This is an optimization exercise on Yosys and OpenROAD, whose aim is small area, a short achievable clock period and few clock cycles per item, not a production implementation. Only simulation tests tie the RTL to the original design; equivalence was not proved. Power and IR drop assume default switching activity.

==> flow/design.v (outline; a module is shown in full before it is edited, if it fits) <==
// module roberts_stream_conv_ctrl: 170 lines
// module roberts_mac_s1: 368 lines
// module roberts_mac_s2: 79 lines
// module roberts_mac_corr: 11 lines
module roberts_stream_conv_ctrl #(
  parameter int ROWS = 512,
  parameter int COLS = 512,
  parameter int CW   = 10
) (
  input  logic       clk,
  input  logic       rst,
  input  logic       k_wr_en,
  input  logic [1:0] k_wr_idx,
  input  logic [7:0] k_wr_data,
  input  logic       start,
  output logic       busy,
  output logic       done,
  input  logic       s_valid,
  output logic       s_ready,
  input  logic [7:0] s_data,
  output logic       m_valid,
  input  logic       m_ready,
  output logic [7:0] m_data,
  output logic       m_last
);
  // ...
==> flow/flow/run.sh <==
#!/bin/bash
# Layout flow: the standard ORFS flow (standard.sh, unchanged synthesis and
# steps), with these tool options changed:
#  - the port buffers that buffer_ports inserts are buf_4 cells instead of the
#    default clkdlybuf4s50_1 delay cells (every port still gets its buffer);
#  - repair_timing aims for a larger setup slack margin, so it sizes the
#    critical paths for a shorter period than the constraint's 12 ns;
#  - clock tree synthesis clusters up to 30 sinks per leaf buffer and inserts
#    no dummy loads.
# The SDC, clock period, I/O delays and loads are the standard flow's, untouched.
set -euo pipefail
export BUFFER_PORTS_ARGS="-buffer_cell sky130_fd_sc_hd__buf_4"
export SETUP_SLACK_MARGIN=8.2
export CTS_ARGS="-sink_clustering_enable -repair_clock_nets -sink_clustering_size 30 -sink_clustering_max_diameter 60 -dont_use_dummy_load"
bash standard.sh > standard_flow.log 2>&1
==> flow/standard.sh <==
#!/bin/bash
# synth_recipe.tcl (not shown) runs the flow's synth.tcl, then flattens the netlist and writes it again
# the make line also repeats each setting of config.mk as NAME=value (left out here)
make -C /OpenROAD-flow-scripts/flow DESIGN_CONFIG=/design/flow/config.mk WORK_HOME=/design/flow/orfs CLKGATE_MAP_FILE= SYNTH_SCRIPT=/design/flow/synth_recipe.tcl "${@:-finish}"
==> flow/config.mk <==
export PLATFORM = sky130hd
export DESIGN_NAME = roberts_stream_conv_ctrl
export DESIGN_NICKNAME = roberts_stream_conv_ctrl
export VERILOG_FILES = /design/flow/design.v
export SDC_FILE = /design/flow/constraint.sdc
export NUM_CORES = 4
export LEC_CHECK = 0
export ABC_AREA = 1
export CAP_MARGIN = 20
export CORE_MARGIN = 2
export CORE_UTILIZATION = 55
export CTS_CLUSTER_DIAMETER = 60
export CTS_CLUSTER_SIZE = 30
export SLEW_MARGIN = 20
==> flow/constraint.sdc <==
create_clock -name core_clock -period 12.0 [get_ports {clk}]
set_input_delay 2.4000 -clock core_clock [delete_from_list [all_inputs] [get_ports {clk}]]
set_output_delay 2.4000 -clock core_clock [all_outputs]
set_load 0.01 [all_outputs]
==> flow_summary.json, run 1 <==
{
  "worst_path_max_delay_cell": "fa_1",
  "status": "finished clean",
  "finalPower_mw": 31.8,
  "post-route-period-util_pct": 31.9,
  "busiest_layer": "met2",
  "clk_pin_slew_ps": 100,
  "synthTopCellsByCount": "dfxtp_1 (4,209), o21ai_0 (690), nand2_1 (384)",
  "dr.max_layer_used": "met4",
  "htreeDepth": 4,
  "met3_usage_pct": 2.68,
  "yosysTopAreaCell": "dfxtp_1",
  "path_class": "flip-flop to flip-flop",
  "grt_pass1_vias": 44500,
  "multi_input_comb_cells": 2150,
  "rsz0062_at_grt": "true",
  "path_cells": "nand2_4 -> nor2_2 -> a21oi_4 -> o22ai_2 -> xor2_2 -> fa_1 -> fa_1 -> fa_2 -> fa_1 -> inv_2 -> fa_1",
  "slowest_delay_ps": 590,
  "cts_tree": "built",
  "peakVddDrop_mv": 0.567,
  "ant_nets": 0,
  "clkPwrFrac_pct": 21.1,
  "inv_count": 395,
  "cp-endpoint": "mid2_q[25]",
  "met3WireLength_mm": 6.81,
  "path_max_fanout": 8,
  "power.group.top": "registers",
  "nets": 7414,
  "drt_iter0_markers": 3054,
  "hp-class": "flip-flop to flip-flop",
  "cts-hold-fix-buffers": 0,
  "clkSinkCount": 4332,
  "r2r_start": "k_q[5]"
}
Testbench counts, summed over its fixed seeds: cycles 2,097,200, items 2,097,152.
==> module roberts_stream_conv_ctrl, before the edit <==
module roberts_stream_conv_ctrl #(
  parameter int ROWS = 512,
  parameter int COLS = 512,
  parameter int CW   = 10
) (
  input  logic       clk,
  input  logic       rst,
  input  logic       k_wr_en,
  input  logic [1:0] k_wr_idx,
  input  logic [7:0] k_wr_data,
  input  logic       start,
  output logic       busy,
  output logic       done,
  input  logic       s_valid,
  output logic       s_ready,
  input  logic [7:0] s_data,
  output logic       m_valid,
  input  logic       m_ready,
  output logic [7:0] m_data,
  output logic       m_last
);
  localparam int N     = COLS;           
  localparam int QW    = $clog2(N);      
  localparam int SB    = 4;              
  localparam int S     = 1 << SB;
  localparam int T     = N / S;          
  localparam int DEPTH = 5;              
  localparam logic [QW-1:0] LAST_ROW = QW'(ROWS - 1);
  localparam logic [QW-1:0] LAST_COL = QW'(COLS - 1);
  logic          busy_q, done_q, run_q, srdy_q, mv_q;
  logic [QW-1:0] q_q, col_q, row_q;
  logic [2:0]    cnt_q;
  logic [3:0][7:0] k_q;
  logic [7:0]      a_q, b_q, c_q, d_q;
  logic fire, pop, start_acc, last_px, border;
  logic run_d, aligned_d;
  logic [2:0] cnt_d;
  assign fire      = s_valid && srdy_q;
  assign pop       = mv_q && m_ready;
  assign start_acc = start && !busy_q;
  assign last_px   = (row_q == LAST_ROW) && (col_q == LAST_COL);
  assign border    = (row_q == '0) || (col_q == '0) || (row_q == LAST_ROW) || (col_q == LAST_COL);
  assign run_d     = start_acc || (run_q && !(fire && last_px));
  assign aligned_d = start_acc || fire || (q_q[SB-1:0] == {SB{1'b1}});
  assign cnt_d     = cnt_q + {2'b0, fire} - {2'b0, pop};
  logic [N-1:0][7:0] ring;
  logic [7:0]        b_rd;
  logic              we_q;
  logic [QW-SB-1:0]  wt_q;
  always_comb begin
    b_rd = ring[{q_q[QW-1:SB], {SB{1'b0}}}];
  end
  logic [N-1:0][7:0] ring_d;
  always_comb begin
    ring_d = {ring[N-2:0], ring[N-1]};
    if (we_q) ring_d[{wt_q, SB'(2)}] = d_q;
  end
  always_ff @(posedge clk) ring <= ring_d;
  localparam int MIDW = 51;              
  logic            v1_q, bd1_q, ls1_q;
  logic            v2_q, bd2_q, ls2_q;
  logic            v3_q, ls3_q;
  logic [7:0]      res3_q;
  logic [17:0]     corr_q, corr_d;
  logic [MIDW-1:0] mid1, mid2_q;
  logic [17:0]     cs2_s, cs2_c, pos2;
  logic [7:0]      neg2;
  logic            big2;
  logic [7:0]      res2;
  always_ff @(posedge clk) begin
    if (fire) begin
      a_q <= b_q;
      b_q <= b_rd;
      c_q <= d_q;
      d_q <= s_data;
    end
    corr_q <= corr_d;
    bd1_q  <= border;
    ls1_q  <= last_px;
    mid2_q <= mid1;
    bd2_q  <= bd1_q;
    ls2_q  <= ls1_q;
    res3_q <= res2;
    ls3_q  <= ls2_q;
  end
  roberts_mac_corr u_corr (
    .k0(k_q[0]), .k1(k_q[1]), .k2(k_q[2]), .k3(k_q[3]), .corr(corr_d)
  );
  roberts_mac_s1 u_mac1 (
    .k0(k_q[0]), .k1(k_q[1]), .k2(k_q[2]), .k3(k_q[3]),
    .x0(a_q),    .x1(b_q),    .x2(c_q),    .x3(d_q),
    .corr(corr_q), .mid(mid1)
  );
  roberts_mac_s2 u_mac2 (.mid(mid2_q), .csa_s(cs2_s), .csa_c(cs2_c));
  assign pos2 = cs2_s + cs2_c;
  assign neg2 = (~cs2_s[7:0]) + (~cs2_c[7:0]) + 8'd2;
  assign big2 = pos2[17] ? !((&pos2[16:8]) && (|pos2[7:0])) : (|pos2[16:8]);
  assign res2 = bd2_q ? 8'd0 : (big2 ? 8'hFF : (pos2[17] ? neg2 : pos2[7:0]));
  logic [DEPTH-1:0][8:0] fifo_q;
  logic [2:0]            n_q;
  logic                  push;
  logic [8:0]            push_val;
  assign push     = v3_q;
  assign push_val = {ls3_q, res3_q};
  always_ff @(posedge clk) begin
    for (int i = 0; i < DEPTH; i++) begin
      if (pop) begin
        if (push && 3'(i) == n_q - 3'd1)
          fifo_q[i] <= push_val;
        else if (i + 1 < DEPTH)
          fifo_q[i] <= fifo_q[(i + 1) % DEPTH];
      end else if (push && 3'(i) == n_q) begin
        fifo_q[i] <= push_val;
      end
    end
  end
  always_ff @(posedge clk or posedge rst) begin
    if (rst) begin
      busy_q <= 1'b0;
      done_q <= 1'b0;
      run_q  <= 1'b0;
      srdy_q <= 1'b0;
      mv_q   <= 1'b0;
      cnt_q  <= '0;
      n_q    <= '0;
      k_q    <= '0;
      v1_q   <= 1'b0;
      v2_q   <= 1'b0;
      v3_q   <= 1'b0;
      we_q   <= 1'b0;
    end else begin
      if (!busy_q && k_wr_en) k_q[k_wr_idx] <= k_wr_data;
      busy_q <= start_acc || (busy_q && !done_q);
      done_q <= pop && fifo_q[0][8];
      run_q  <= run_d;
      srdy_q <= run_d && aligned_d && (cnt_d < 3'(DEPTH));
      cnt_q  <= cnt_d;
      n_q    <= n_q + {2'b0, push} - {2'b0, pop};
      mv_q   <= (n_q + {2'b0, push} - {2'b0, pop}) != 3'd0;
      v1_q   <= fire;
      v2_q   <= v1_q;
      v3_q   <= v2_q;
      we_q   <= fire;
    end
  end
  always_ff @(posedge clk) begin
    wt_q <= q_q[QW-1:SB];
    if (start_acc) begin
      q_q   <= '0;
      col_q <= '0;
      row_q <= '0;
    end else begin
      if (!fire) q_q <= q_q + 1'b1;
      if (fire) begin
        if (col_q == LAST_COL) begin
          col_q <= '0;
          row_q <= (row_q == LAST_ROW) ? '0 : row_q + 1'b1;
        end else begin
          col_q <= col_q + 1'b1;
        end
      end
    end
  end
  assign busy    = busy_q;
  assign done    = done_q;
  assign s_ready = srdy_q;
  assign m_valid = mv_q;
  assign m_data  = fifo_q[0][7:0];
  assign m_last  = fifo_q[0][8];
endmodule
==> module roberts_mac_s2, before the edit <==
module roberts_mac_s2 (
  input  logic [50:0] mid,
  output logic [17:0] csa_s,
  output logic [17:0] csa_c
);
  logic t243, t244, t245, t246, t247, t248, t249, t250, t251, t252, t253, t254, t255, t256, t257, t258;
  logic t259, t260, t261, t262, t263, t264, t265, t266, t267, t268, t269, t270, t271, t272, t273, t274;
  logic t275, t276;
  assign t243 = mid[0] ^ mid[1];
  assign t244 = mid[0] & mid[1];
  assign t245 = mid[3] ^ mid[4] ^ mid[5];
  assign t246 = (mid[3] & mid[4]) | (mid[3] & mid[5]) | (mid[4] & mid[5]);
  assign t247 = mid[6] ^ mid[7] ^ mid[8];
  assign t248 = (mid[6] & mid[7]) | (mid[6] & mid[8]) | (mid[7] & mid[8]);
  assign t249 = mid[9] ^ mid[10] ^ mid[11];
  assign t250 = (mid[9] & mid[10]) | (mid[9] & mid[11]) | (mid[10] & mid[11]);
  assign t251 = mid[12] ^ mid[13] ^ mid[14];
  assign t252 = (mid[12] & mid[13]) | (mid[12] & mid[14]) | (mid[13] & mid[14]);
  assign t253 = mid[15] ^ mid[16] ^ mid[17];
  assign t254 = (mid[15] & mid[16]) | (mid[15] & mid[17]) | (mid[16] & mid[17]);
  assign t255 = mid[18] ^ mid[19] ^ mid[20];
  assign t256 = (mid[18] & mid[19]) | (mid[18] & mid[20]) | (mid[19] & mid[20]);
  assign t257 = mid[21] ^ mid[22] ^ mid[23];
  assign t258 = (mid[21] & mid[22]) | (mid[21] & mid[23]) | (mid[22] & mid[23]);
  assign t259 = mid[24] ^ mid[25] ^ mid[26];
  assign t260 = (mid[24] & mid[25]) | (mid[24] & mid[26]) | (mid[25] & mid[26]);
  assign t261 = mid[27] ^ mid[28] ^ mid[29];
  assign t262 = (mid[27] & mid[28]) | (mid[27] & mid[29]) | (mid[28] & mid[29]);
  assign t263 = mid[30] ^ mid[31] ^ mid[32];
  assign t264 = (mid[30] & mid[31]) | (mid[30] & mid[32]) | (mid[31] & mid[32]);
  assign t265 = mid[33] ^ mid[34] ^ mid[35];
  assign t266 = (mid[33] & mid[34]) | (mid[33] & mid[35]) | (mid[34] & mid[35]);
  assign t267 = mid[36] ^ mid[37] ^ mid[38];
  assign t268 = (mid[36] & mid[37]) | (mid[36] & mid[38]) | (mid[37] & mid[38]);
  assign t269 = mid[39] ^ mid[40] ^ mid[41];
  assign t270 = (mid[39] & mid[40]) | (mid[39] & mid[41]) | (mid[40] & mid[41]);
  assign t271 = mid[42] ^ mid[43] ^ mid[44];
  assign t272 = (mid[42] & mid[43]) | (mid[42] & mid[44]) | (mid[43] & mid[44]);
  assign t273 = mid[45] ^ mid[46] ^ mid[47];
  assign t274 = (mid[45] & mid[46]) | (mid[45] & mid[47]) | (mid[46] & mid[47]);
  assign t275 = mid[48] ^ mid[49];
  assign t276 = mid[48] & mid[49];
  assign csa_s[0] = t243;
  assign csa_c[0] = mid[2];
  assign csa_s[1] = t244;
  assign csa_c[1] = t245;
  assign csa_s[2] = t246;
  assign csa_c[2] = t247;
  assign csa_s[3] = t248;
  assign csa_c[3] = t249;
  assign csa_s[4] = t250;
  assign csa_c[4] = t251;
  assign csa_s[5] = t252;
  assign csa_c[5] = t253;
  assign csa_s[6] = t254;
  assign csa_c[6] = t255;
  assign csa_s[7] = t256;
  assign csa_c[7] = t257;
  assign csa_s[8] = t258;
  assign csa_c[8] = t259;
  assign csa_s[9] = t260;
  assign csa_c[9] = t261;
  assign csa_s[10] = t262;
  assign csa_c[10] = t263;
  assign csa_s[11] = t264;
  assign csa_c[11] = t265;
  assign csa_s[12] = t266;
  assign csa_c[12] = t267;
  assign csa_s[13] = t268;
  assign csa_c[13] = t269;
  assign csa_s[14] = t270;
  assign csa_c[14] = t271;
  assign csa_s[15] = t272;
  assign csa_c[15] = t273;
  assign csa_s[16] = t274;
  assign csa_c[16] = t275;
  assign csa_s[17] = t276;
  assign csa_c[17] = mid[50];
endmodule
==> run 2, diff against run 1 <==
--- a/flow/design.v
+++ b/flow/design.v
@@ -51,17 +51,17 @@
     b_rd = ring[{q_q[QW-1:SB], {SB{1'b0}}}];
   end
   logic [N-1:0][7:0] ring_d;
   always_comb begin
     ring_d = {ring[N-2:0], ring[N-1]};
     if (we_q) ring_d[{wt_q, SB'(2)}] = d_q;
   end
   always_ff @(posedge clk) ring <= ring_d;
-  localparam int MIDW = 51;              
+  localparam int MIDW = 66;              
   logic            v1_q, bd1_q, ls1_q;
   logic            v2_q, bd2_q, ls2_q;
   logic            v3_q, ls3_q;
   logic [7:0]      res3_q;
   logic [17:0]     corr_q, corr_d;
   logic [MIDW-1:0] mid1, mid2_q;
   logic [17:0]     cs2_s, cs2_c, pos2;
   logic [7:0]      neg2;
@@ -167,17 +167,17 @@
   assign m_valid = mv_q;
   assign m_data  = fifo_q[0][7:0];
   assign m_last  = fifo_q[0][8];
 endmodule
 module roberts_mac_s1 (
   input  logic [7:0] k0, k1, k2, k3,
   input  logic [7:0] x0, x1, x2, x3,
   input  logic [17:0] corr,
-  output logic [50:0] mid
+  output logic [65:0] mid
 );
   logic one0_0, two0_0, neg0_0, one0_1, two0_1, neg0_1, one0_2, two0_2, neg0_2, one0_3, two0_3, neg0_3;
   logic one1_0, two1_0, neg1_0, one1_1, two1_1, neg1_1, one1_2, two1_2, neg1_2, one1_3, two1_3, neg1_3;
   logic one2_0, two2_0, neg2_0, one2_1, two2_1, neg2_1, one2_2, two2_2, neg2_2, one2_3, two2_3, neg2_3;
   logic one3_0, two3_0, neg3_0, one3_1, two3_1, neg3_1, one3_2, two3_2, neg3_2, one3_3, two3_3, neg3_3;
   logic t1, t2, t3, t4, t5, t6, t7, t8, t9, t10, t11, t12, t13, t14, t15, t16;
   logic t17, t18, t19, t20, t21, t22, t23, t24, t25, t26, t27, t28, t29, t30, t31, t32;
   logic t33, t34, t35, t36, t37, t38, t39, t40, t41, t42, t43, t44, t45, t46, t47, t48;
@@ -186,19 +186,17 @@
   logic t81, t82, t83, t84, t85, t86, t87, t88, t89, t90, t91, t92, t93, t94, t95, t96;
   logic t97, t98, t99, t100, t101, t102, t103, t104, t105, t106, t107, t108, t109, t110, t111, t112;
   logic t113, t114, t115, t116, t117, t118, t119, t120, t121, t122, t123, t124, t125, t126, t127, t128;
   logic t129, t130, t131, t132, t133, t134, t135, t136, t137, t138, t139, t140, t141, t142, t143, t144;
   logic t145, t146, t147, t148, t149, t150, t151, t152, t153, t154, t155, t156, t157, t158, t159, t160;
   logic t161, t162, t163, t164, t165, t166, t167, t168, t169, t170, t171, t172, t173, t174, t175, t176;
   logic t177, t178, t179, t180, t181, t182, t183, t184, t185, t186, t187, t188, t189, t190, t191, t192;
   logic t193, t194, t195, t196, t197, t198, t199, t200, t201, t202, t203, t204, t205, t206, t207, t208;
-  logic t209, t210, t211, t212, t213, t214, t215, t216, t217, t218, t219, t220, t221, t222, t223, t224;
-  logic t225, t226, t227, t228, t229, t230, t231, t232, t233, t234, t235, t236, t237, t238, t239, t240;
-  logic t241, t242;
+  logic t209, t210;
   assign one0_0 = k0[0] ^ 1'b0;
   assign two0_0 = (k0[1] & ~k0[0] & ~1'b0) | (~k0[1] & k0[0] & 1'b0);
   assign neg0_0 = k0[1];
   assign one0_1 = k0[2] ^ k0[1];
   assign two0_1 = (k0[3] & ~k0[2] & ~k0[1]) | (~k0[3] & k0[2] & k0[1]);
   assign neg0_1 = k0[3];
   assign one0_2 = k0[4] ^ k0[3];
   assign two0_2 = (k0[5] & ~k0[4] & ~k0[3]) | (~k0[5] & k0[4] & k0[3]);
@@ -447,144 +445,161 @@
   assign t203 = t144 ^ t146 ^ t148;
   assign t204 = (t144 & t146) | (t144 & t148) | (t146 & t148);
   assign t205 = t149 ^ t151 ^ corr[13];
   assign t206 = (t149 & t151) | (t149 & corr[13]) | (t151 & corr[13]);
   assign t207 = t150 ^ t152 ^ t153;
   assign t208 = (t150 & t152) | (t150 & t153) | (t152 & t153);
   assign t209 = (((two2_3 & x2[7])) ^ neg2_3) ^ (((two3_3 & x3[7])) ^ neg3_3) ^ corr[14];
   assign t210 = ((((two2_3 & x2[7])) ^ neg2_3) & (((two3_3 & x3[7])) ^ neg3_3)) | ((((two2_3 & x2[7])) ^ neg2_3) & corr[14]) | ((((two3_3 & x3[7])) ^ neg3_3) & corr[14]);
-  assign t211 = t155 ^ (((one2_0 & x2[0])) ^ neg2_0);
-  assign t212 = t155 & (((one2_0 & x2[0])) ^ neg2_0);
-  assign t213 = t156 ^ t157 ^ (((one3_0 & x3[1]) | (two3_0 & x3[0])) ^ neg3_0);
-  assign t214 = (t156 & t157) | (t156 & (((one3_0 & x3[1]) | (two3_0 & x3[0])) ^ neg3_0)) | (t157 & (((one3_0 & x3[1]) | (two3_0 & x3[0])) ^ neg3_0));
-  assign t215 = t158 ^ t159 ^ t161;
-  assign t216 = (t158 & t159) | (t158 & t161) | (t159 & t161);
-  assign t217 = t160 ^ t162 ^ t163;
-  assign t218 = (t160 & t162) | (t160 & t163) | (t162 & t163);
-  assign t219 = t164 ^ t166 ^ t167;
-  assign t220 = (t164 & t166) | (t164 & t167) | (t166 & t167);
-  assign t221 = t168 ^ t170 ^ t171;
-  assign t222 = (t168 & t170) | (t168 & t171) | (t170 & t171);
-  assign t223 = t172 ^ t174 ^ t175;
-  assign t224 = (t172 & t174) | (t172 & t175) | (t174 & t175);
-  assign t225 = t176 ^ t178 ^ t179;
-  assign t226 = (t176 & t178) | (t176 & t179) | (t178 & t179);
-  assign t227 = t180 ^ t182 ^ t183;
-  assign t228 = (t180 & t182) | (t180 & t183) | (t182 & t183);
-  assign t229 = t184 ^ t186 ^ t187;
-  assign t230 = (t184 & t186) | (t184 & t187) | (t186 & t187);
-  assign t231 = t188 ^ t190 ^ t191;
-  assign t232 = (t188 & t190) | (t188 & t191) | (t190 & t191);
-  assign t233 = t192 ^ t194 ^ t195;
-  assign t234 = (t192 & t194) | (t192 & t195) | (t194 & t195);
-  assign t235 = t196 ^ t198 ^ t199;
-  assign t236 = (t196 & t198) | (t196 & t199) | (t198 & t199);
-  assign t237 = t200 ^ t202 ^ t203;
-  assign t238 = (t200 & t202) | (t200 & t203) | (t202 & t203);
-  assign t239 = t204 ^ t206 ^ t207;
-  assign t240 = (t204 & t206) | (t204 & t207) | (t206 & t207);
-  assign t241 = t208 ^ t210 ^ t154;
-  assign t242 = (t208 & t210) | (t208 & t154) | (t210 & t154);
-  assign mid[0] = t211;
-  assign mid[1] = (((one3_0 & x3[0])) ^ neg3_0);
-  assign mid[2] = corr[0];
-  assign mid[3] = t212;
-  assign mid[4] = t213;
-  assign mid[5] = corr[1];
-  assign mid[6] = t214;
-  assign mid[7] = t215;
-  assign mid[8] = corr[2];
-  assign mid[9] = t216;
-  assign mid[10] = t217;
-  assign mid[11] = t165;
-  assign mid[12] = t218;
-  assign mid[13] = t219;
-  assign mid[14] = t169;
-  assign mid[15] = t220;
-  assign mid[16] = t221;
-  assign mid[17] = t173;
-  assign mid[18] = t222;
-  assign mid[19] = t223;
-  assign mid[20] = t177;
-  assign mid[21] = t224;
-  assign mid[22] = t225;
-  assign mid[23] = t181;
-  assign mid[24] = t226;
-  assign mid[25] = t227;
-  assign mid[26] = t185;
-  assign mid[27] = t228;
-  assign mid[28] = t229;
-  assign mid[29] = t189;
-  assign mid[30] = t230;
-  assign mid[31] = t231;
-  assign mid[32] = t193;
-  assign mid[33] = t232;
-  assign mid[34] = t233;
-  assign mid[35] = t197;
-  assign mid[36] = t234;
-  assign mid[37] = t235;
-  assign mid[38] = t201;
-  assign mid[39] = t236;
-  assign mid[40] = t237;
-  assign mid[41] = t205;
-  assign mid[42] = t238;
-  assign mid[43] = t239;
-  assign mid[44] = t209;
-  assign mid[45] = t240;
-  assign mid[46] = t241;
-  assign mid[47] = corr[15];
-  assign mid[48] = t242;
-  assign mid[49] = corr[16];
-  assign mid[50] = corr[17];
+  assign mid[0] = t155;
+  assign mid[1] = (((one2_0 & x2[0])) ^ neg2_0);
+  assign mid[2] = (((one3_0 & x3[0])) ^ neg3_0);
+  assign mid[3] = corr[0];
+  assign mid[4] = t156;
+  assign mid[5] = t157;
+  assign mid[6] = (((one3_0 & x3[1]) | (two3_0 & x3[0])) ^ neg3_0);
+  assign mid[7] = corr[1];
+  assign mid[8] = t158;
+  assign mid[9] = t159;
+  assign mid[10] = t161;
+  assign mid[11] = corr[2];
+  assign mid[12] = t160;
+  assign mid[13] = t162;
+  assign mid[14] = t163;
+  assign mid[15] = t165;
+  assign mid[16] = t164;
+  assign mid[17] = t166;
+  assign mid[18] = t167;
+  assign mid[19] = t169;
+  assign mid[20] = t168;
+  assign mid[21] = t170;
+  assign mid[22] = t171;
+  assign mid[23] = t173;
+  assign mid[24] = t172;
+  assign mid[25] = t174;
+  assign mid[26] = t175;
+  assign mid[27] = t177;
+  assign mid[28] = t176;
+  assign mid[29] = t178;
+  assign mid[30] = t179;
+  assign mid[31] = t181;
+  assign mid[32] = t180;
+  assign mid[33] = t182;
+  assign mid[34] = t183;
+  assign mid[35] = t185;
+  assign mid[36] = t184;
+  assign mid[37] = t186;
+  assign mid[38] = t187;
+  assign mid[39] = t189;
+  assign mid[40] = t188;
+  assign mid[41] = t190;
+  assign mid[42] = t191;
+  assign mid[43] = t193;
+  assign mid[44] = t192;
+  assign mid[45] = t194;
+  assign mid[46] = t195;
+  assign mid[47] = t197;
+  assign mid[48] = t196;
+  assign mid[49] = t198;
+  assign mid[50] = t199;
+  assign mid[51] = t201;
+  assign mid[52] = t200;
+  assign mid[53] = t202;
+  assign mid[54] = t203;
+  assign mid[55] = t205;
+  assign mid[56] = t204;
+  assign mid[57] = t206;
+  assign mid[58] = t207;
+  assign mid[59] = t209;
+  assign mid[60] = t208;
+  assign mid[61] = t210;
+  assign mid[62] = t154;
+  assign mid[63] = corr[15];
+  assign mid[64] = corr[16];
+  assign mid[65] = corr[17];
 endmodule
 module roberts_mac_s2 (
-  input  logic [50:0] mid,
+  input  logic [65:0] mid,
   output logic [17:0] csa_s,
   output logic [17:0] csa_c
 );
+  logic t211, t212, t213, t214, t215, t216, t217, t218, t219, t220, t221, t222, t223, t224, t225, t226;
+  logic t227, t228, t229, t230, t231, t232, t233, t234, t235, t236, t237, t238, t239, t240, t241, t242;
   logic t243, t244, t245, t246, t247, t248, t249, t250, t251, t252, t253, t254, t255, t256, t257, t258;
   logic t259, t260, t261, t262, t263, t264, t265, t266, t267, t268, t269, t270, t271, t272, t273, t274;
   logic t275, t276;
-  assign t243 = mid[0] ^ mid[1];
-  assign t244 = mid[0] & mid[1];
-  assign t245 = mid[3] ^ mid[4] ^ mid[5];
-  assign t246 = (mid[3] & mid[4]) | (mid[3] & mid[5]) | (mid[4] & mid[5]);
-  assign t247 = mid[6] ^ mid[7] ^ mid[8];
-  assign t248 = (mid[6] & mid[7]) | (mid[6] & mid[8]) | (mid[7] & mid[8]);
-  assign t249 = mid[9] ^ mid[10] ^ mid[11];
-  assign t250 = (mid[9] & mid[10]) | (mid[9] & mid[11]) | (mid[10] & mid[11]);
-  assign t251 = mid[12] ^ mid[13] ^ mid[14];
-  assign t252 = (mid[12] & mid[13]) | (mid[12] & mid[14]) | (mid[13] & mid[14]);
-  assign t253 = mid[15] ^ mid[16] ^ mid[17];
-  assign t254 = (mid[15] & mid[16]) | (mid[15] & mid[17]) | (mid[16] & mid[17]);
-  assign t255 = mid[18] ^ mid[19] ^ mid[20];
-  assign t256 = (mid[18] & mid[19]) | (mid[18] & mid[20]) | (mid[19] & mid[20]);
-  assign t257 = mid[21] ^ mid[22] ^ mid[23];
-  assign t258 = (mid[21] & mid[22]) | (mid[21] & mid[23]) | (mid[22] & mid[23]);
-  assign t259 = mid[24] ^ mid[25] ^ mid[26];
-  assign t260 = (mid[24] & mid[25]) | (mid[24] & mid[26]) | (mid[25] & mid[26]);
-  assign t261 = mid[27] ^ mid[28] ^ mid[29];
-  assign t262 = (mid[27] & mid[28]) | (mid[27] & mid[29]) | (mid[28] & mid[29]);
-  assign t263 = mid[30] ^ mid[31] ^ mid[32];
-  assign t264 = (mid[30] & mid[31]) | (mid[30] & mid[32]) | (mid[31] & mid[32]);
-  assign t265 = mid[33] ^ mid[34] ^ mid[35];
-  assign t266 = (mid[33] & mid[34]) | (mid[33] & mid[35]) | (mid[34] & mid[35]);
-  assign t267 = mid[36] ^ mid[37] ^ mid[38];
-  assign t268 = (mid[36] & mid[37]) | (mid[36] & mid[38]) | (mid[37] & mid[38]);
-  assign t269 = mid[39] ^ mid[40] ^ mid[41];
-  assign t270 = (mid[39] & mid[40]) | (mid[39] & mid[41]) | (mid[40] & mid[41]);
-  assign t271 = mid[42] ^ mid[43] ^ mid[44];
-  assign t272 = (mid[42] & mid[43]) | (mid[42] & mid[44]) | (mid[43] & mid[44]);
-  assign t273 = mid[45] ^ mid[46] ^ mid[47];
-  assign t274 = (mid[45] & mid[46]) | (mid[45] & mid[47]) | (mid[46] & mid[47]);
-  assign t275 = mid[48] ^ mid[49];
-  assign t276 = mid[48] & mid[49];
+  assign t211 = mid[0] ^ mid[1];
+  assign t212 = mid[0] & mid[1];
+  assign t213 = mid[4] ^ mid[5] ^ mid[6];
+  assign t214 = (mid[4] & mid[5]) | (mid[4] & mid[6]) | (mid[5] & mid[6]);
+  assign t215 = mid[8] ^ mid[9] ^ mid[10];
+  assign t216 = (mid[8] & mid[9]) | (mid[8] & mid[10]) | (mid[9] & mid[10]);
+  assign t217 = mid[12] ^ mid[13] ^ mid[14];
+  assign t218 = (mid[12] & mid[13]) | (mid[12] & mid[14]) | (mid[13] & mid[14]);
+  assign t219 = mid[16] ^ mid[17] ^ mid[18];
+  assign t220 = (mid[16] & mid[17]) | (mid[16] & mid[18]) | (mid[17] & mid[18]);
+  assign t221 = mid[20] ^ mid[21] ^ mid[22];
+  assign t222 = (mid[20] & mid[21]) | (mid[20] & mid[22]) | (mid[21] & mid[22]);
+  assign t223 = mid[24] ^ mid[25] ^ mid[26];
+  assign t224 = (mid[24] & mid[25]) | (mid[24] & mid[26]) | (mid[25] & mid[26]);
+  assign t225 = mid[28] ^ mid[29] ^ mid[30];
+  assign t226 = (mid[28] & mid[29]) | (mid[28] & mid[30]) | (mid[29] & mid[30]);
+  assign t227 = mid[32] ^ mid[33] ^ mid[34];
+  assign t228 = (mid[32] & mid[33]) | (mid[32] & mid[34]) | (mid[33] & mid[34]);
+  assign t229 = mid[36] ^ mid[37] ^ mid[38];
+  assign t230 = (mid[36] & mid[37]) | (mid[36] & mid[38]) | (mid[37] & mid[38]);
+  assign t231 = mid[40] ^ mid[41] ^ mid[42];
+  assign t232 = (mid[40] & mid[41]) | (mid[40] & mid[42]) | (mid[41] & mid[42]);
+  assign t233 = mid[44] ^ mid[45] ^ mid[46];
+  assign t234 = (mid[44] & mid[45]) | (mid[44] & mid[46]) | (mid[45] & mid[46]);
+  assign t235 = mid[48] ^ mid[49] ^ mid[50];
+  assign t236 = (mid[48] & mid[49]) | (mid[48] & mid[50]) | (mid[49] & mid[50]);
+  assign t237 = mid[52] ^ mid[53] ^ mid[54];
+  assign t238 = (mid[52] & mid[53]) | (mid[52] & mid[54]) | (mid[53] & mid[54]);
+  assign t239 = mid[56] ^ mid[57] ^ mid[58];
+  assign t240 = (mid[56] & mid[57]) | (mid[56] & mid[58]) | (mid[57] & mid[58]);
+  assign t241 = mid[60] ^ mid[61] ^ mid[62];
+  assign t242 = (mid[60] & mid[61]) | (mid[60] & mid[62]) | (mid[61] & mid[62]);
+  assign t243 = t211 ^ mid[2];
+  assign t244 = t211 & mid[2];
+  assign t245 = t212 ^ t213 ^ mid[7];
+  assign t246 = (t212 & t213) | (t212 & mid[7]) | (t213 & mid[7]);
+  assign t247 = t214 ^ t215 ^ mid[11];
+  assign t248 = (t214 & t215) | (t214 & mid[11]) | (t215 & mid[11]);
+  assign t249 = t216 ^ t217 ^ mid[15];
+  assign t250 = (t216 & t217) | (t216 & mid[15]) | (t217 & mid[15]);
+  assign t251 = t218 ^ t219 ^ mid[19];
+  assign t252 = (t218 & t219) | (t218 & mid[19]) | (t219 & mid[19]);
+  assign t253 = t220 ^ t221 ^ mid[23];
+  assign t254 = (t220 & t221) | (t220 & mid[23]) | (t221 & mid[23]);
+  assign t255 = t222 ^ t223 ^ mid[27];
+  assign t256 = (t222 & t223) | (t222 & mid[27]) | (t223 & mid[27]);
+  assign t257 = t224 ^ t225 ^ mid[31];
+  assign t258 = (t224 & t225) | (t224 & mid[31]) | (t225 & mid[31]);
+  assign t259 = t226 ^ t227 ^ mid[35];
+  assign t260 = (t226 & t227) | (t226 & mid[35]) | (t227 & mid[35]);
+  assign t261 = t228 ^ t229 ^ mid[39];
+  assign t262 = (t228 & t229) | (t228 & mid[39]) | (t229 & mid[39]);
+  assign t263 = t230 ^ t231 ^ mid[43];
+  assign t264 = (t230 & t231) | (t230 & mid[43]) | (t231 & mid[43]);
+  assign t265 = t232 ^ t233 ^ mid[47];
+  assign t266 = (t232 & t233) | (t232 & mid[47]) | (t233 & mid[47]);
+  assign t267 = t234 ^ t235 ^ mid[51];
+  assign t268 = (t234 & t235) | (t234 & mid[51]) | (t235 & mid[51]);
+  assign t269 = t236 ^ t237 ^ mid[55];
+  assign t270 = (t236 & t237) | (t236 & mid[55]) | (t237 & mid[55]);
+  assign t271 = t238 ^ t239 ^ mid[59];
+  assign t272 = (t238 & t239) | (t238 & mid[59]) | (t239 & mid[59]);
+  assign t273 = t240 ^ t241 ^ mid[63];
+  assign t274 = (t240 & t241) | (t240 & mid[63]) | (t241 & mid[63]);
+  assign t275 = t242 ^ mid[64];
+  assign t276 = t242 & mid[64];
   assign csa_s[0] = t243;
-  assign csa_c[0] = mid[2];
+  assign csa_c[0] = mid[3];
   assign csa_s[1] = t244;
   assign csa_c[1] = t245;
   assign csa_s[2] = t246;
   assign csa_c[2] = t247;
   assign csa_s[3] = t248;
   assign csa_c[3] = t249;
   assign csa_s[4] = t250;
   assign csa_c[4] = t251;
@@ -608,17 +623,17 @@
   assign csa_c[13] = t269;
   assign csa_s[14] = t270;
   assign csa_c[14] = t271;
   assign csa_s[15] = t272;
   assign csa_c[15] = t273;
   assign csa_s[16] = t274;
   assign csa_c[16] = t275;
   assign csa_s[17] = t276;
-  assign csa_c[17] = mid[50];
+  assign csa_c[17] = mid[65];
 endmodule
 module roberts_mac_corr (
   input  logic [7:0] k0, k1, k2, k3,
   output logic [17:0] corr
 );
   logic [8:0] nsum;
   assign nsum = {2'b0, k0[7], 1'b0, k0[5], 1'b0, k0[3], 1'b0, k0[1]}
               + {2'b0, k1[7], 1'b0, k1[5], 1'b0, k1[3], 1'b0, k1[1]}
--- a/flow/flow/run.sh
+++ b/flow/flow/run.sh
@@ -5,11 +5,11 @@
 #    default clkdlybuf4s50_1 delay cells (every port still gets its buffer);
 #  - repair_timing aims for a larger setup slack margin, so it sizes the
 #    critical paths for a shorter period than the constraint's 12 ns;
 #  - clock tree synthesis clusters up to 30 sinks per leaf buffer and inserts
 #    no dummy loads.
 # The SDC, clock period, I/O delays and loads are the standard flow's, untouched.
 set -euo pipefail
 export BUFFER_PORTS_ARGS="-buffer_cell sky130_fd_sc_hd__buf_4"
-export SETUP_SLACK_MARGIN=8.2
+export SETUP_SLACK_MARGIN=8.25
 export CTS_ARGS="-sink_clustering_enable -repair_clock_nets -sink_clustering_size 30 -sink_clustering_max_diameter 60 -dont_use_dummy_load"
 bash standard.sh > standard_flow.log 2>&1
==> run 2 against run 1 <==
Net effect: via count fell by 0.79%; non-clock buffer count down 39; still clean; critical path type is now flip-flop to output pin; count of clock-buffer cells in the layout down 1; cell area fell by 0.56%.
==> flow_summary.json, run 2 <==
{
  "status": "finished clean",
  "dpl.hpwl_mm": 117,
  "switching_share_pct": 32.4,
  "cts-hold-fix-buffers": 0,
  "ys_seq_area_share_pct": 84.9,
  "met3_usage_pct": 2.79,
  "peakVddDrop_mv": 0.449,
  "netlist_top_cells_area": "dfxtp_1 (82%), o21ai_0 (3.3%), fa_1 (2.6%), edfxtp_1 (2.2%), xor2_1 (1.3%)",
  "yosysUniqueCellTypes": 50,
  "multi_input_area_um2": 13800,
  "clkLatencyLatePin_ps": 850,
  "ant_nets": 0,
  "power.share.sequential_pct": 48.6,
  "fill_cells": 14400,
  "regMostFlops": "ring",
  "synth_nets": 7223,
  "wire_per_inst_um": 19.0,
  "path_class": "flip-flop to output pin",
  "hold_viol": 0,
  "vias": 45600,
  "rr_endpoint": "mid2_q[35]",
  "drv_cap": 0,
  "synthFlopType": "dfxtp_1",
  "yosys.area_share.simple_pct": 3.03,
  "synthTopCellsByCount": "dfxtp_1 (4,224), o21ai_0 (692), nand2_1 (363)",
  "synth.most_common_cell": "dfxtp_1",
  "clk_pin_slew_ps": 100,
  "met1_usage_pct": 27.9,
  "htreeDepth": 4,
  "ff2ff_path_depth": 10,
  "die_w_um": 438,
  "start_util_pct": 55.3,
  "reg_top3": "ring: 4096 flops, mid2_q: 66 flops, fifo_q: 45 flops",
  "slew_viol_final": 0,
  "fmax_mhz": 265,
  "largest_register_ffs": 4096,
  "async_reset_ff_share_pct": 1.06,
  "netlist_area_um2": 104000,
  "num_rows": 159,
  "yosysTopAreaCellShare_pct": 81.5,
  "num_io_pins": 37,
  "p_per_area_nw_per_um2": 283,
  "clock-root-buffer": "clkbuf_16",
  "skew_ps": 107,
  "path_max_fanout": 2,
  "r2r_start": "k_q[13]",
  "r2r_slack_ps": 8340,
  "fin_setup_tns_ps": 0,
  "final_cell_mix": "dfxtp_1 (4,221), o21ai_0 (690), nand2_1 (358)",
  "setup_viol": 0,
  "p_switching_mw": 10.2,
  "drt_iter0_markers": 3111,
  "critPathBufInv": 1,
  "antenna_found_initial": 18,
  "worst_path_max_delay_cell": "dfrtp_2",
  "synth.area.mux_share_pct": 0.391,
  "leakagePower_nw": 44.8,
  "core_um2": 188000,
  "synth_top_family_by_area": "compound AO/OA/AOI/OAI gates",
  "hold_end": "ring[3958]",
  "finish.utilization_pct": 59.5,
  "clkPwrFrac_pct": 21.2,
  "drc": 0,
  "drtPass1Iterations": 7,
  "overflow": 0,
  "synth_fa_ha_area_share_pct": 3.37,
  "drive_gt1_share_pct": 5.38,
  "synth_compound_area_share_pct": 5.04,
  "whs_path_depth": 0,
  "numCtsBuffers": 185,
  "die_y_um": 438,
  "clkSinkCount": 4347,
  "synth_xor_area_share_pct": 1.38,
  "wirelength_mm": 182,
  "critPathLaunch": "srdy_q",
  "slew_headroom_pct": 25.4,
  "vias_per_cell": 4.75,
  "post-route-period-util_pct": 31.5,
  "tightest_slew_ps": 1120,
  "busiest_layer": "met2",
  "grt_max_degree": 133,
  "synth_edf_count": 77,
  "cp-end-kind": "output pin",
  "comb_power_share_pct": 30.2,
  "syn_area_per_cell_um2": 14.8,
  "syn2layout_area_growth_pct": 7.64,
  "path_cells": "buf_6",
  "cts_tree": "built",
  "regArea_um2": 88000,
  "nets": 7322,
  "netlist_instances": 7000,
  "p_int_mw": 21.3,
  "grt_pass1_vias": 44300,
  "die_area_um2": 192000,
  "finalCriticalPeriod_ps": 3770,
  "start_kind": "flip-flop",
  "use_met2_pct": 29.4,
  "critPathArrivalTime_ps": 1370,
  "path_delay_family": "flip-flops",
  "slowest_delay_ps": 430,
  "yosys_register_bits": 4347,
  "gp_congestion": 0.872,
  "yosysTopAreaCell": "dfxtp_1",
  "hp-class": "flip-flop to flip-flop",
  "cp_data_required_time_ps": 9600,
  "yosys_warnings": 1,
  "final_common_cell": "dfxtp_1",
  "ctsLongestPathBuffers": 3,
  "grt_first_pass_wirelength_mm": 273,
  "rsz0062_at_grt": "true",
  "track_usage_pct": 19.0,
  "min_from": "ring[3950]",
  "port-buffer-count": 36
}
==> run 2: cell types whose count changed in the layout (fill, tap and decap cells not counted), sizes merged, moves of 4 or more <==
cell,before,now
buf,123,84
o22ai,159,163
dfxtp,4209,4224
inv,382,341
nand2,397,368
==> run 2: timing repair <==
action                                  CTS  global route
gates resized for setup                  19            21
buffers inserted                          1             9
endpoints found under the setup margin   41            33
pin swaps                                 0             2
==> run 2: cell families (layout without fill, tap and decap cells) <==
family | after synthesis | in the layout
AOI/OAI and AO/OA | 969 | 969
xor gates and xnor gates | 163 | 163
adders and majority gates | 199 | 199
buffers and inverters | 522 | 619
DFF | 4347 | 4347
muxes | 36 | 36
other | 0 | 3
and+or+nand+nor | 764 | 764
==> run 2: layout make-up <==
class                   instances  area share (%)
inverters                     350            1.19
repair buffers                 84           0.631
well taps                    2495            2.80
clock buffers                 185            4.15
flip-flops and latches       4347            78.9
multi-input cells            2131            12.4
diodes                          3         0.00672
==> run 2: worst max-delay path by stage <==
stage                         end  slack (ps)  depth (start not counted)
after detailed placement     mv_q        7710                         11
after global placement       mv_q        7680                         11
final                     s_ready        8230                          1
after global routing      s_ready        8160                          1
after CTS                 m_valid        8100                          1
after floorplan            srdy_q        7970                         11
==> run 2: through the flow <==
step / power, mW / worst slack [ps] / cells / hold slack (ps) / area, um2
global route: 33.7 / 8160 / 9593 / 249 / 112000
CTS: 31.8 / 8100 / 9583 / 247 / 112000
finish: 31.6 / 8230 / 9595 / 253 / 112000
floorplan: 22.2 / 7970 / 7000 / 310 / 104000
global placement: 24.9 / 7680 / 9397 / 309 / 107000
detailed placement: 25.2 / 7710 / 9397 / 312 / 107000
==> run 2: per-layer routing <==
| metal | share of wire (%) | vias up |
|---|---|---|
| li1 | - | 22400 |
| met1 | 50 | 22200 |
| met2 | 44 | 786 |
| met3 | 4.0 | 275 |
| met4 | 2.5 | 0 |
| met5 | 0 | - |
==> run 2: power groups by stage <==
stage	clock, mW	sequential [mW]	combinational, mW
floorplan	0	15.5	6.73
global placement	0	15.7	9.24
detailed placement	0	15.7	9.50
CTS	6.90	15.4	9.54
global route	7.40	15.4	10.8
finish	6.69	15.3	9.51
Testbench counts of run 2, summed over its fixed seeds: cycles 2,097,200, items 2,097,152.
==> run 3, diff against run 2 <==
--- a/flow/config.mk
+++ b/flow/config.mk
@@ -9,5 +9,5 @@
 export CAP_MARGIN = 20
 export CORE_MARGIN = 2
-export CORE_UTILIZATION = 55
+export CORE_UTILIZATION = 70
 export CTS_CLUSTER_DIAMETER = 60
 export CTS_CLUSTER_SIZE = 30
==> run 3 against run 2 <==
Net effect: worst hold slack worse by 11 ps; critical path depth stayed put; first-iteration DRC count is 1.0% lower; via count is 2.0% higher; utilization is 16 points higher; die area is 21% lower; critical path type unchanged; critical endpoint is now m_last; largest cell class unchanged.
==> flow_summary.json, run 3 <==
{
  "hp-class": "flip-flop to flip-flop",
  "critPathArrivalTime_ps": 1340,
  "switching_share_pct": 32.5,
  "finalCriticalPeriod_ps": 3740,
  "fmax_mhz": 267,
  "yosysUniqueCellTypes": 50,
  "cp-end-kind": "output pin",
  "largest_register_ffs": 4096,
  "rsz0062_at_grt": "true",
  "status": "finished clean",
  "final_common_cell": "dfxtp_1",
  "holdWs_ps": 242,
  "path_max_fanout": 2,
  "clkPwrFrac_pct": 20.8,
  "start_util_pct": 70.3,
  "netlist_top_cells_area": "dfxtp_1 (82%), o21ai_0 (3.3%), fa_1 (2.6%), edfxtp_1 (2.2%), xor2_1 (1.3%)",
  "pre_cts_ws_ps": 7710,
  "whs_path_depth": 0,
  "setup_viol": 0,
  "yosys_register_bits": 4347,
  "drv_cap": 0,
  "final_cell_mix": "dfxtp_1 (4,222), o21ai_0 (690), nand2_1 (358)",
  "synth.most_common_cell": "dfxtp_1",
  "cp_data_required_time_ps": 9600,
  "path_depth": 1,
  "nets": 7322,
  "syn2layout_area_growth_pct": 6.78,
  "skew_ps": 100,
  "worst_path_max_delay_cell": "edfxtp_1",
  "path_cells": "buf_6",
  "die_area_um2": 151000,
  "path_class": "flip-flop to output pin",
  "yosysTopAreaCellShare_pct": 81.5,
  "cts_tree": "built",
  "grt_pass1_vias": 46600,
  "num_rows": 141,
  "drt_iter0_markers": 3080,
  "syn_area_per_cell_um2": 14.8,
  "wirelength_mm": 187,
  "synth_edf_count": 77,
  "netlist_instances": 7000,
  "slew_headroom_pct": 37.6,
  "p_switching_mw": 10.3,
  "slew_viol_final": 0,
  "num_io_pins": 37,
  "antenna_found_initial": 7,
  "die_y_um": 389,
  "hold_viol": 0,
  "p_int_mw": 21.3,
  "die_w_um": 389,
  "finalPower_mw": 31.5,
  "post-place-cells": 8836,
  "regMostFlops": "ring",
  "leakagePower_nw": 44.7,
  "vias_per_cell": 5.15,
  "synth_nets": 7223,
  "drive_gt1_share_pct": 5.33,
  "numCtsBuffers": 177,
  "reg_top3": "ring: 4096 flops, mid2_q: 66 flops, fifo_q: 45 flops",
  "port-buffer-count": 36,
  "drc": 0,
  "dpl.hpwl_mm": 117,
  "clk_pin_slew_ps": 100,
  "regArea_um2": 88000,
  "async_reset_ff_share_pct": 1.06,
  "drtPass1Iterations": 5,
  "fin_ws_ps": 8260,
  "clkLatencyLatePin_ps": 800,
  "fin_cells": 9029,
  "ant_nets": 0,
  "ff2ff_path_depth": 10,
  "slowest_delay_ps": 420,
  "ys_seq_area_share_pct": 84.9,
  "fin_setup_tns_ps": 0,
  "fill_cells": 8707,
  "clock-root-buffer": "clkbuf_16",
  "clkSinkCount": 4347,
  "path_delay_family": "flip-flops",
  "grt_max_degree": 192,
  "ctsLongestPathBuffers": 3,
  "vias": 46500,
  "synthFlopType": "dfxtp_1",
  "yosysTopAreaCell": "dfxtp_1",
  "power.share.sequential_pct": 48.6,
  "grt_first_pass_wirelength_mm": 281,
  "synthTopCellsByCount": "dfxtp_1 (4,224), o21ai_0 (692), nand2_1 (363)",
  "htreeDepth": 4,
  "wire_per_inst_um": 20.7,
  "critPathBufInv": 1,
  "post-route-period-util_pct": 31.2,
  "netlist_area_um2": 104000,
  "gp_congestion": 0.883,
  "peakVddDrop_mv": 0.341,
  "p_per_area_nw_per_um2": 285,
  "yosys_warnings": 1,
  "overflow": 0,
  "start_kind": "flip-flop",
  "track_usage_pct": 24.8,
  "comb_power_share_pct": 30.5,
  "tightest_slew_ps": 937,
  "core_um2": 147000,
  "multi_input_area_um2": 13800
}
-- run 3: layout make-up --
type | instances | area share (%)
Clock buffer | 177 | 4.00
Multi-Input combinational cell | 2131 | 12.5
Sequential cell | 4347 | 79.5
Antenna cell | 2 | 0.00452
Inverter | 350 | 1.19
Tap cell | 1930 | 2.18
Timing Repair Buffer | 92 | 0.679
-- run 3: timing repair --
item,4_1_cts,5_1_grt
hold buffers,0,0
gates resized for setup,22,16
endpoints found under the setup margin,39,32
buffers inserted,3,11
-- run 3: worst paths after layout --
check	start	endpoint	slack, ps
max	fifo_q[8]	m_last	8260
min	ring[2889]	ring[2897]	240
max reg2reg	k_q[19]	mid2_q[35]	8360
min in group asynchronous	rst	busy_q	1760
min reg2reg	ring[2889]	ring[2897]	240
max in group asynchronous	rst	k_q[3]	9520
-- run 3: routing by layer --
metal / GRT usage [%] / wire [um]
met1: 35.7 / 87200
met2: 39.7 / 86400
met3: 3.07 / 7570
met4: 8.32 / 6040
met5: 0 / 0
-- run 3: logic make-up after synthesis --
kind of cell,after synthesis,synth area share [%]
compound gates,969,5.04
xor+xnor,163,1.38
fa+ha+maj,199,3.37
buf+inv,522,1.94
flops,4347,84.9
mux,36,0.391
simple gates,764,3.03
-- run 3: through the flow --
step | util (%) | instance area, um2
6_report | 75.1 | 111000
3_3_place_gp | 71.9 | 106000
3_5_place_dp | 71.9 | 106000
5_1_grt | 75.1 | 111000
2_1_floorplan | - | 104000
4_1_cts | 75.0 | 111000
-- run 3: power by group through the flow --
stage / logic [mW] / clock network (mW) / registers [mW]
final: 9.64 / 6.56 / 15.3
after global routing: 11.1 / 7.15 / 15.4
after floorplan: 6.73 / 0 / 15.5
after detailed placement: 9.64 / 0 / 15.7
after global placement: 9.26 / 0 / 15.7
after CTS: 9.67 / 6.68 / 15.4

-- port drivers added, routing unchanged --
Ports are ideal in the flow. The routed layouts listed here were re-timed in OpenROAD. Step 1 sets driving cells, clkbuf_16 on the clock port and buf_2 on the other inputs (assumed; they add their load-dependent delay and slew). Step 2 adds t to the input delays and takes it off the output delays; t is the mean of the earliest and latest rising clock arrival at the registers after step 1. Input paths then give back, and output paths get back, about the clock's delay inside the block. a / b / c = ideal / step 1 / step 2; a / b = the first two.
run | t, ns | setup WS [ns] | latest minus earliest clock arrival (ns)
run 1 | 0.886 | 8.174 / 8.162 / 7.712 | 0.109 / 0.109
run 2 | 0.885 | 8.225 / 8.142 / 7.725 | 0.120 / 0.120
run 3 | 0.855 | 8.258 / 8.172 / 7.746 | 0.133 / 0.132
After both steps every run listed still meets setup and hold. The setup slack of run 3, which loses most, moves by -0.086 ns with the drivers and by -0.512 ns with both steps.
